Background: an optimization exercise with open tools, aiming at a short achievable clock period and few clock cycles. Do not read the settings as production practice.
The RTL was checked by simulation tests, not by an equivalence proof against the original design.
Power figures rest on the tool's default switching activity, not on a simulated workload.

==> trial 65: inputs <==
==> flow/design.v <==
package qar_pkg;
    localparam int xlen       = 32;    
    localparam int reg_addr_w = 5;     
    typedef enum logic [6:0] {
        opc_op     = 7'b0110011,   
        opc_op_imm = 7'b0010011,   
        opc_lui    = 7'b0110111,
        opc_store  = 7'b0100011,   
        opc_branch = 7'b1100011,   
        opc_jal    = 7'b1101111
    } opcode_t;
    typedef enum logic [2:0] {
        alu_add,
        alu_sub,
        alu_and,
        alu_or,
        alu_xor,
        alu_sll,
        alu_srl
    } alu_op_t;
    typedef struct packed {
        logic            valid;
        logic [xlen-1:0] pc;
        logic [xlen-1:0] instr;
    } fetch_pkt_t;
    typedef struct packed {
        logic            valid;
        logic [xlen-1:0] pc;
        logic [xlen-1:0] instr;
        logic [xlen-1:0] rs1_val;
        logic [xlen-1:0] rs2_val;
    } decode_pkt_t;
    typedef struct packed {
        logic                  we;
        logic [reg_addr_w-1:0] rd;
        logic [xlen-1:0]       data;
    } wb_t;
    typedef struct packed {
        logic            taken;
        logic [xlen-1:0] target;
    } redirect_t;
    typedef struct packed {
        logic            valid;
        logic [xlen-1:0] addr;
        logic [xlen-1:0] wdata;
    } store_req_t;
endpackage
module qar_lite_top #(
    parameter logic [31:0] reset_pc = '0
) (
    input  logic        clk,
    input  logic        rst_n,
    output logic        imem_valid,
    output logic [31:0] imem_addr,
    input  logic        imem_ready,
    input  logic [31:0] imem_rdata,
    output logic        mem_valid,
    output logic [31:0] mem_addr,
    output logic [31:0] mem_wdata,
    input  logic        mem_ready
);
    logic        iv_q;           
    logic [31:0] fpc_q;          
    logic        pend_q;         
    logic [31:0] pend_pc_q;
    logic        d_valid_q;
    logic [31:0] d_pc_q;
    logic [31:0] d_ir_q;
    logic        x_valid_q;
    logic [31:0] x_a_q, x_b_q;      
    logic        x_fwd_a_q, x_fwd_b_q;    
    logic [31:0] x_simm_q;          
    logic [4:0]  x_rd_q;
    logic        x_we_q;            
    logic        x_sub_q;
    logic        x_sel_add_q, x_sel_and_q, x_sel_or_q, x_sel_xor_q, x_sel_sll_q, x_sel_srl_q;
    logic        x_br_q, x_bne_q, x_pred_q;
    logic [31:0] x_alt_q;           
    logic        x_st_q;
    logic        w_we_q;
    logic [4:0]  w_rd_q;
    logic [31:0] w_res_q;
    logic [31:0] rf [1:31];
    logic        s0_v_q, s1_v_q;
    logic [31:0] s0_a_q, s0_d_q, s1_a_q, s1_d_q;
    logic [31:0] xa, xb, xb_add, sum, res, st_addr;
    logic        eq, taken, x_mis, stall, st_push;
    logic [31:0] sll_r, srl_r;
    assign xa     = x_fwd_a_q ? w_res_q : x_a_q;
    assign xb     = x_fwd_b_q ? w_res_q : x_b_q;
    assign xb_add = x_sub_q ? ~xb : xb;
    assign sum    = xa + xb_add + {31'd0, x_sub_q};
    assign sll_r  = xa << xb[4:0];
    assign srl_r  = xa >> xb[4:0];
    always_comb begin
        res = 32'd0;
        if (x_sel_add_q) res = res | sum;
        if (x_sel_and_q) res = res | (xa & xb);
        if (x_sel_or_q)  res = res | (xa | xb);
        if (x_sel_xor_q) res = res | (xa ^ xb);
        if (x_sel_sll_q) res = res | sll_r;
        if (x_sel_srl_q) res = res | srl_r;
    end
    assign eq      = (xa == xb);
    assign taken   = x_bne_q ? !eq : eq;
    assign x_mis   = x_valid_q && x_br_q && (taken != x_pred_q);
    assign st_addr = xa + x_simm_q;
    assign stall   = x_valid_q && x_st_q && s1_v_q;
    assign st_push = x_valid_q && x_st_q && !s1_v_q;
    logic [6:0]  op;
    logic [2:0]  f3;
    logic [6:0]  f7;
    logic [4:0]  rs1, rs2, rd;
    logic        is_op, op_ok, is_addi, is_lui, is_sw, is_br, is_jal, writes;
    logic [31:0] imm_i, imm_s, imm_b, imm_j, imm_u;
    logic [31:0] pc4, target;
    logic        pred, d_redir;
    logic [31:0] rv1, rv2;
    assign op  = d_ir_q[6:0];
    assign f3  = d_ir_q[14:12];
    assign f7  = d_ir_q[31:25];
    assign rs1 = d_ir_q[19:15];
    assign rs2 = d_ir_q[24:20];
    assign rd  = d_ir_q[11:7];
    assign imm_i = {{20{d_ir_q[31]}}, d_ir_q[31:20]};
    assign imm_s = {{20{d_ir_q[31]}}, d_ir_q[31:25], d_ir_q[11:7]};
    assign imm_b = {{20{d_ir_q[31]}}, d_ir_q[7], d_ir_q[30:25], d_ir_q[11:8], 1'b0};
    assign imm_j = {{12{d_ir_q[31]}}, d_ir_q[19:12], d_ir_q[20], d_ir_q[30:21], 1'b0};
    assign imm_u = {d_ir_q[31:12], 12'b0};
    assign is_op   = (op == 7'b0110011);
    assign is_addi = (op == 7'b0010011) && (f3 == 3'b000);
    assign is_lui  = (op == 7'b0110111);
    assign is_sw   = (op == 7'b0100011) && (f3 == 3'b010);
    assign is_br   = (op == 7'b1100011) && (f3[2:1] == 2'b00);
    assign is_jal  = (op == 7'b1101111);
    always_comb begin
        case (f3)
            3'b000:                         op_ok = (f7 == 7'b0000000) || (f7 == 7'b0100000);
            3'b111, 3'b110, 3'b100,
            3'b001, 3'b101:                 op_ok = (f7 == 7'b0000000);
            default:                        op_ok = 1'b0;
        endcase
    end
    assign writes = ((is_op && op_ok) || is_addi || is_lui || is_jal) && (rd != 5'd0);
    assign pred    = f3[0] ? (rs1 != rs2) : (rs1 == rs2);
    assign pc4     = d_pc_q + 32'd4;
    assign target  = d_pc_q + (is_jal ? imm_j : imm_b);
    assign d_redir = d_valid_q && !stall && (is_jal || (is_br && pred));
    function automatic logic [31:0] rd_reg(input logic [4:0] idx);
        if (idx == 5'd0)
            rd_reg = 32'd0;
        else if (w_we_q && w_rd_q == idx)
            rd_reg = w_res_q;
        else
            rd_reg = rf[idx];
    endfunction
    assign rv1 = rd_reg(rs1);
    assign rv2 = rd_reg(rs2);
    logic        xfer, redir, accept;
    logic [31:0] redir_pc;
    assign xfer     = iv_q && imem_ready;
    assign redir    = x_mis || d_redir;
    assign redir_pc = x_mis ? x_alt_q : target;
    assign accept   = xfer && !redir && !pend_q && !stall;
    always_ff @(posedge clk or negedge rst_n) begin
        if (!rst_n) begin
            iv_q      <= 1'b0;
            fpc_q     <= reset_pc;
            pend_q    <= 1'b0;
            pend_pc_q <= reset_pc;
        end else begin
            iv_q <= 1'b1;
            if (xfer) begin
                pend_q <= 1'b0;
                if (redir)
                    fpc_q <= redir_pc;
                else if (pend_q)
                    fpc_q <= pend_pc_q;
                else if (!stall)
                    fpc_q <= fpc_q + 32'd4;
            end else if (redir) begin
                pend_q    <= 1'b1;
                pend_pc_q <= redir_pc;
            end
        end
    end
    always_ff @(posedge clk or negedge rst_n) begin
        if (!rst_n) begin
            d_valid_q <= 1'b0;
            x_valid_q <= 1'b0;
            w_we_q    <= 1'b0;
        end else if (!stall) begin
            d_valid_q <= accept;
            x_valid_q <= d_valid_q && !x_mis;
            w_we_q    <= x_valid_q && x_we_q;
        end
    end
    always_ff @(posedge clk) begin
        if (!stall) begin
            d_ir_q <= imem_rdata;
            d_pc_q <= fpc_q;
            x_a_q       <= (is_lui || is_jal) ? 32'd0 : rv1;
            x_b_q       <= is_addi ? imm_i : is_lui ? imm_u : is_jal ? pc4 : rv2;
            x_fwd_a_q   <= !(is_lui || is_jal) && (rs1 != 5'd0) && x_valid_q && x_we_q
                           && (x_rd_q == rs1);
            x_fwd_b_q   <= !(is_lui || is_jal || is_addi) && (rs2 != 5'd0) && x_valid_q
                           && x_we_q && (x_rd_q == rs2);
            x_simm_q    <= imm_s;
            x_rd_q      <= rd;
            x_we_q      <= writes;
            x_sub_q     <= is_op && f3 == 3'b000 && f7[5];
            x_sel_add_q <= (is_op && f3 == 3'b000) || !is_op;
            x_sel_and_q <= is_op && f3 == 3'b111;
            x_sel_or_q  <= is_op && f3 == 3'b110;
            x_sel_xor_q <= is_op && f3 == 3'b100;
            x_sel_sll_q <= is_op && f3 == 3'b001;
            x_sel_srl_q <= is_op && f3 == 3'b101;
            x_br_q      <= is_br;
            x_bne_q     <= f3[0];
            x_pred_q    <= pred;
            x_alt_q     <= pred ? pc4 : target;
            x_st_q      <= is_sw;
            w_rd_q  <= x_rd_q;
            w_res_q <= res;
        end
    end
    always_ff @(posedge clk) begin
        if (w_we_q)
            rf[w_rd_q] <= w_res_q;
    end
    always_ff @(posedge clk or negedge rst_n) begin
        if (!rst_n) begin
            s0_v_q <= 1'b0;
            s1_v_q <= 1'b0;
        end else if (!s0_v_q || mem_ready) begin
            if (s1_v_q) begin
                s0_v_q <= 1'b1;
                s1_v_q <= 1'b0;
            end else begin
                s0_v_q <= st_push;
            end
        end else if (st_push) begin
            s1_v_q <= 1'b1;
        end
    end
    always_ff @(posedge clk) begin
        if (!s0_v_q || mem_ready) begin
            if (s1_v_q) begin
                s0_a_q <= s1_a_q;
                s0_d_q <= s1_d_q;
            end else begin
                s0_a_q <= st_addr;
                s0_d_q <= xb;
            end
        end else if (st_push) begin
            s1_a_q <= st_addr;
            s1_d_q <= xb;
        end
    end
    assign imem_valid = iv_q;
    assign imem_addr  = fpc_q;
    assign mem_valid  = s0_v_q;
    assign mem_addr   = s0_a_q;
    assign mem_wdata  = s0_d_q;
endmodule
==> flow/run.sh <==
#!/bin/bash
# synth_recipe.tcl (not shown) runs the flow's synth.tcl, then flattens the netlist and writes it again
# the make line also repeats each setting of config.mk as NAME=value (left out here)
make -C /OpenROAD-flow-scripts/flow DESIGN_CONFIG=/design/flow/config.mk WORK_HOME=/design/flow/orfs CLKGATE_MAP_FILE= SYNTH_SCRIPT=/design/flow/synth_recipe.tcl finish
==> flow/config.mk <==
export PLATFORM = sky130hd
export DESIGN_NAME = qar_lite_top
export DESIGN_NICKNAME = qar_lite_top
export VERILOG_FILES = /design/flow/design.v
export SDC_FILE = /design/flow/constraint.sdc
export NUM_CORES = 4
export LEC_CHECK = 0
export ABC_CLOCK_PERIOD_IN_PS = 2500
export CAP_MARGIN = 20
export CORE_MARGIN = 2
export CORE_UTILIZATION = 40
export GPL_TIMING_DRIVEN = 1
export SETUP_SLACK_MARGIN = 4
export SLEW_MARGIN = 20
==> flow/constraint.sdc <==
create_clock -name core_clock -period 8.0 [get_ports {clk}]
set_input_delay 1.6000 -clock core_clock [delete_from_list [all_inputs] [get_ports {clk}]]
set_output_delay 1.6000 -clock core_clock [all_outputs]
set_load 0.01 [all_outputs]
==> trial 17 (differences from trial 65) <==
==> flow/design.v, changed modules only <==
module qar_lite_top #(
    parameter logic [31:0] reset_pc = '0
) (
    input  logic        clk,
    input  logic        rst_n,
    output logic        imem_valid,
    output logic [31:0] imem_addr,
    input  logic        imem_ready,
    input  logic [31:0] imem_rdata,
    output logic        mem_valid,
    output logic [31:0] mem_addr,
    output logic [31:0] mem_wdata,
    input  logic        mem_ready
);
    logic        iv_q;           
    logic [31:0] fpc_q;          
    logic        pend_q;         
    logic [31:0] pend_pc_q;
    logic        d_valid_q;
    logic [31:0] d_pc_q;
    logic [31:0] d_ir_q;
    logic        x_valid_q;
    logic [31:0] x_a_q, x_b_q;           
    logic        x_fwd_a_q, x_fwd_b_q;   
    logic [31:0] x_simm_q;               
    logic [4:0]  x_rd_q;
    logic        x_we_q;                 
    logic        x_sub_q;
    logic        x_sel_add_q, x_sel_and_q, x_sel_or_q, x_sel_xor_q, x_sel_sll_q, x_sel_srl_q;
    logic        x_br_q, x_bne_q, x_pred_q;
    logic [31:0] x_alt_q;                
    logic        x_st_q;
    logic [31:0] w_res_q;
    logic        w_we_q;
    logic [4:0]  w_rd_q;
    logic [31:0] r_res_q;
    logic [31:0] rf [1:31];
    logic        s0_v_q, s1_v_q;
    logic [31:0] s0_a_q, s0_d_q, s1_a_q, s1_d_q;
    logic [31:0] xa, xb, xb_add, sum, res, st_addr;
    logic        eq, taken, x_mis, stall, st_push;
    logic [31:0] sll_r, srl_r;
    assign xa     = x_fwd_a_q ? w_res_q : x_a_q;
    assign xb     = x_fwd_b_q ? w_res_q : x_b_q;
    assign xb_add = x_sub_q ? ~xb : xb;
    assign sll_r  = xa << xb[4:0];
    assign srl_r  = xa >> xb[4:0];
    qar_add32 u_alu_add (.a(xa), .b(xb_add), .cin(x_sub_q), .s(sum));
    qar_add32 u_st_add  (.a(xa), .b(x_simm_q), .cin(1'b0), .s(st_addr));
    always_comb begin
        res = 32'd0;
        if (x_sel_add_q) res = res | sum;
        if (x_sel_and_q) res = res | (xa & xb);
        if (x_sel_or_q)  res = res | (xa | xb);
        if (x_sel_xor_q) res = res | (xa ^ xb);
        if (x_sel_sll_q) res = res | sll_r;
        if (x_sel_srl_q) res = res | srl_r;
    end
    assign eq    = (xa == xb);
    assign taken = x_bne_q ? !eq : eq;
    assign x_mis = x_valid_q && x_br_q && (taken != x_pred_q);
    assign stall   = x_valid_q && x_st_q && s1_v_q;
    assign st_push = x_valid_q && x_st_q && !s1_v_q;
    logic [6:0]  op;
    logic [2:0]  f3;
    logic [6:0]  f7;
    logic [4:0]  rs1, rs2, rd;
    logic        is_op, op_ok, is_addi, is_lui, is_sw, is_br, is_jal, writes;
    logic [31:0] imm_i, imm_s, imm_b, imm_j, imm_u;
    logic [31:0] pc4, target;
    logic        pred;
    logic [31:0] rv1, rv2;
    assign op  = d_ir_q[6:0];
    assign f3  = d_ir_q[14:12];
    assign f7  = d_ir_q[31:25];
    assign rs1 = d_ir_q[19:15];
    assign rs2 = d_ir_q[24:20];
    assign rd  = d_ir_q[11:7];
    assign imm_i = {{20{d_ir_q[31]}}, d_ir_q[31:20]};
    assign imm_s = {{20{d_ir_q[31]}}, d_ir_q[31:25], d_ir_q[11:7]};
    assign imm_b = {{20{d_ir_q[31]}}, d_ir_q[7], d_ir_q[30:25], d_ir_q[11:8], 1'b0};
    assign imm_j = {{12{d_ir_q[31]}}, d_ir_q[19:12], d_ir_q[20], d_ir_q[30:21], 1'b0};
    assign imm_u = {d_ir_q[31:12], 12'b0};
    assign is_op   = (op == 7'b0110011);
    assign is_addi = (op == 7'b0010011) && (f3 == 3'b000);
    assign is_lui  = (op == 7'b0110111);
    assign is_sw   = (op == 7'b0100011) && (f3 == 3'b010);
    assign is_br   = (op == 7'b1100011) && (f3[2:1] == 2'b00);
    assign is_jal  = (op == 7'b1101111);
    always_comb begin
        case (f3)
            3'b000:                         op_ok = (f7 == 7'b0000000) || (f7 == 7'b0100000);
            3'b111, 3'b110, 3'b100,
            3'b001, 3'b101:                 op_ok = (f7 == 7'b0000000);
            default:                        op_ok = 1'b0;
        endcase
    end
    assign writes = ((is_op && op_ok) || is_addi || is_lui || is_jal) && (rd != 5'd0);
    assign pred   = f3[0] ? (rs1 != rs2) : (rs1 == rs2);
    assign pc4    = d_pc_q + 32'd4;
    assign target = d_pc_q + imm_b;
    function automatic logic [31:0] rd_reg(input logic [4:0] idx);
        if (idx == 5'd0)
            rd_reg = 32'd0;
        else if (w_we_q && w_rd_q == idx)
            rd_reg = r_res_q;
        else
            rd_reg = rf[idx];
    endfunction
    assign rv1 = rd_reg(rs1);
    assign rv2 = rd_reg(rs2);
    logic        xfer, accept, f_jal, f_br, f_taken;
    logic [31:0] f_imm_b, f_imm_j, f_tgt_b, f_tgt_j, f_seq;
    assign xfer   = iv_q && imem_ready;
    assign accept = xfer && !x_mis && !pend_q && !stall;
    assign f_jal   = (imem_rdata[6:0] == 7'b1101111);
    assign f_br    = (imem_rdata[6:0] == 7'b1100011) && (imem_rdata[14:13] == 2'b00) &&
                     (imem_rdata[12] ? (imem_rdata[19:15] != imem_rdata[24:20])
                                     : (imem_rdata[19:15] == imem_rdata[24:20]));
    assign f_taken = f_jal || f_br;
    assign f_imm_b = {{20{imem_rdata[31]}}, imem_rdata[7], imem_rdata[30:25],
                      imem_rdata[11:8], 1'b0};
    assign f_imm_j = {{12{imem_rdata[31]}}, imem_rdata[19:12], imem_rdata[20],
                      imem_rdata[30:21], 1'b0};
    qar_add32 u_tgt_b (.a(fpc_q), .b(f_imm_b), .cin(1'b0), .s(f_tgt_b));
    qar_add32 u_tgt_j (.a(fpc_q), .b(f_imm_j), .cin(1'b0), .s(f_tgt_j));
    assign f_seq = fpc_q + 32'd4;
    always_ff @(posedge clk or negedge rst_n) begin
        if (!rst_n) begin
            iv_q      <= 1'b0;
            fpc_q     <= reset_pc;
            pend_q    <= 1'b0;
            pend_pc_q <= reset_pc;
        end else begin
            iv_q <= 1'b1;
            if (xfer) begin
                pend_q <= 1'b0;
                if (x_mis)
                    fpc_q <= x_alt_q;
                else if (pend_q)
                    fpc_q <= pend_pc_q;
                else if (!stall)
                    fpc_q <= f_jal ? f_tgt_j : f_br ? f_tgt_b : f_seq;
            end else if (x_mis) begin
                pend_q    <= 1'b1;
                pend_pc_q <= x_alt_q;
            end
        end
    end
    always_ff @(posedge clk or negedge rst_n) begin
        if (!rst_n) begin
            d_valid_q <= 1'b0;
            x_valid_q <= 1'b0;
            w_we_q    <= 1'b0;
        end else begin
            if (!stall) begin
                d_valid_q <= accept;
                x_valid_q <= d_valid_q && !x_mis;
            end
            w_we_q <= x_valid_q && x_we_q;
        end
    end
    always_ff @(posedge clk) begin
        if (!stall) begin
            d_ir_q <= imem_rdata;
            d_pc_q <= fpc_q;
            x_a_q       <= (is_lui || is_jal) ? 32'd0 : rv1;
            x_b_q       <= is_addi ? imm_i : is_lui ? imm_u : is_jal ? pc4 : rv2;
            x_fwd_a_q   <= !(is_lui || is_jal) && (rs1 != 5'd0) && x_valid_q && x_we_q
                           && (x_rd_q == rs1);
            x_fwd_b_q   <= !(is_lui || is_jal || is_addi) && (rs2 != 5'd0) && x_valid_q
                           && x_we_q && (x_rd_q == rs2);
            x_simm_q    <= imm_s;
            x_rd_q      <= rd;
            x_we_q      <= writes;
            x_sub_q     <= is_op && f3 == 3'b000 && f7[5];
            x_sel_add_q <= (is_op && f3 == 3'b000) || !is_op;
            x_sel_and_q <= is_op && f3 == 3'b111;
            x_sel_or_q  <= is_op && f3 == 3'b110;
            x_sel_xor_q <= is_op && f3 == 3'b100;
            x_sel_sll_q <= is_op && f3 == 3'b001;
            x_sel_srl_q <= is_op && f3 == 3'b101;
            x_br_q      <= is_br;
            x_bne_q     <= f3[0];
            x_pred_q    <= pred;
            x_alt_q     <= pred ? pc4 : target;
            x_st_q      <= is_sw;
        end else begin
            x_a_q     <= xa;
            x_b_q     <= xb;
            x_fwd_a_q <= 1'b0;
            x_fwd_b_q <= 1'b0;
        end
        w_res_q <= res;
        w_rd_q  <= x_rd_q;
        if (x_valid_q && x_we_q)
            r_res_q <= res;
    end
    always_ff @(posedge clk) begin
        if (w_we_q)
            rf[w_rd_q] <= r_res_q;
    end
    always_ff @(posedge clk or negedge rst_n) begin
        if (!rst_n) begin
            s0_v_q <= 1'b0;
            s1_v_q <= 1'b0;
        end else if (!s0_v_q || mem_ready) begin
            if (s1_v_q) begin
                s0_v_q <= 1'b1;
                s1_v_q <= 1'b0;
            end else begin
                s0_v_q <= st_push;
            end
        end else if (st_push) begin
            s1_v_q <= 1'b1;
        end
    end
    always_ff @(posedge clk) begin
        if (!s0_v_q || mem_ready) begin
            if (s1_v_q) begin
                s0_a_q <= s1_a_q;
                s0_d_q <= s1_d_q;
            end else begin
                s0_a_q <= st_addr;
                s0_d_q <= xb;
            end
        end else if (st_push) begin
            s1_a_q <= st_addr;
            s1_d_q <= xb;
        end
    end
    assign imem_valid = iv_q;
    assign imem_addr  = fpc_q;
    assign mem_valid  = s0_v_q;
    assign mem_addr   = s0_a_q;
    assign mem_wdata  = s0_d_q;
endmodule
module qar_add32 (
    input  logic [31:0] a,
    input  logic [31:0] b,
    input  logic        cin,
    output logic [31:0] s
);
    logic [31:0] p;
    logic [31:0] g [0:5];
    logic [31:0] t [0:5];
    assign p = a ^ b;
    assign g[0] = (a & b) | {31'd0, p[0] & cin};
    assign t[0] = {p[31:1], 1'b0};
    genvar l, i;
    generate
        for (l = 0; l < 5; l++) begin : g_lvl
            for (i = 0; i < 32; i++) begin : g_bit
                if (i >= (1 << l)) begin : g_op
                    assign g[l+1][i] = g[l][i] | (t[l][i] & g[l][i - (1 << l)]);
                    assign t[l+1][i] = t[l][i] & t[l][i - (1 << l)];
                end else begin : g_pass
                    assign g[l+1][i] = g[l][i];
                    assign t[l+1][i] = t[l][i];
                end
            end
        end
    endgenerate
    assign s = p ^ {g[5][30:0], cin};
endmodule
Settings changed: SETUP_SLACK_MARGIN 4 to 5.
==> comparison <==
- In trial 65 the cell count is smaller than in trial 17, by 10%.
- Hold slack: trial 17 is higher than trial 65 (33 ps).
- Between trial 17 and trial 65, the lower wire length is in trial 65 (gap about 9%, measured against trial 65).
- Against trial 65, the design area of trial 17 is larger by 16%.
- In trial 17 the critical path depth is higher than in trial 65, by 3.
- Between trial 65 and trial 17, the lower non-clock buffer count is in trial 65 (gap 529).
- Of trial 17 and trial 65, trial 17 has the higher global-route usage (gap 0.99 points).
==> figures <==
                                                                      trial 65        trial 17
Outcome                                                         finished clean  finished clean
Ratio of cells with drive above 1 in the final layout                    22.8%           40.2%
Power in sequential cells                                              9.75 mW         9.09 mW
Sequential fraction of total cell area                                   48.5%           41.9%
M1 WL                                                               112,000 um      112,000 um
Worst R2R Setup Slack                                                  3840 ps         3950 ps
Met2 wire len                                                       123,000 um      135,000 um
Met3 capacity usage during global routing                                5.56%           6.68%
# resized after CTS                                                        116           1,326
Core Region                                                       187,000 um^2    193,000 um^2
Area share of the leading cell type in the synthesized netlist           53.5%           49.0%
Total routing resource utilization after global routing                  28.1%           29.1%
Simple-gate share of the synthesized area                                6.18%           6.56%
Yosys reg bits                                                           1,419           1,456
Final std cells w/o fill                                                 8,133           9,068
Multi-input combinational area share                                     37.2%           38.9%
Testbench counts of trial 65, summed over its fixed seeds: cycles 32,270.
Testbench counts of trial 17, summed over its fixed seeds: cycles 28,644.

port drivers added, routing unchanged:
The results above use ideal ports. As a check the final layouts listed here were re-extracted and re-timed, cells and wires unchanged. Step 1: set_driving_cell puts a clkbuf_16 on clk and a buf_2 on each other input, an assumption about the parent block. Step 2 moves the port delays by t, midway between the first and last clock arrival at a register: inputs arrive t later, outputs are due t later. That takes back most of the time a late clock gives input paths. a / b / c = ideal / step 1 / step 2; a / b = the first two.
run | t, ns | setup slack, ns | cell pins on the clock port's net
trial 65 | 0.911 | 3.840 / 3.840 / 3.840 | 1
trial 17 | 0.905 | 3.955 / 3.955 / 3.419 | 1
After both steps every run listed still meets setup and hold. The setup slack of trial 17, which loses most, moves by 0.000 ns with the drivers and by -0.536 ns with both steps.
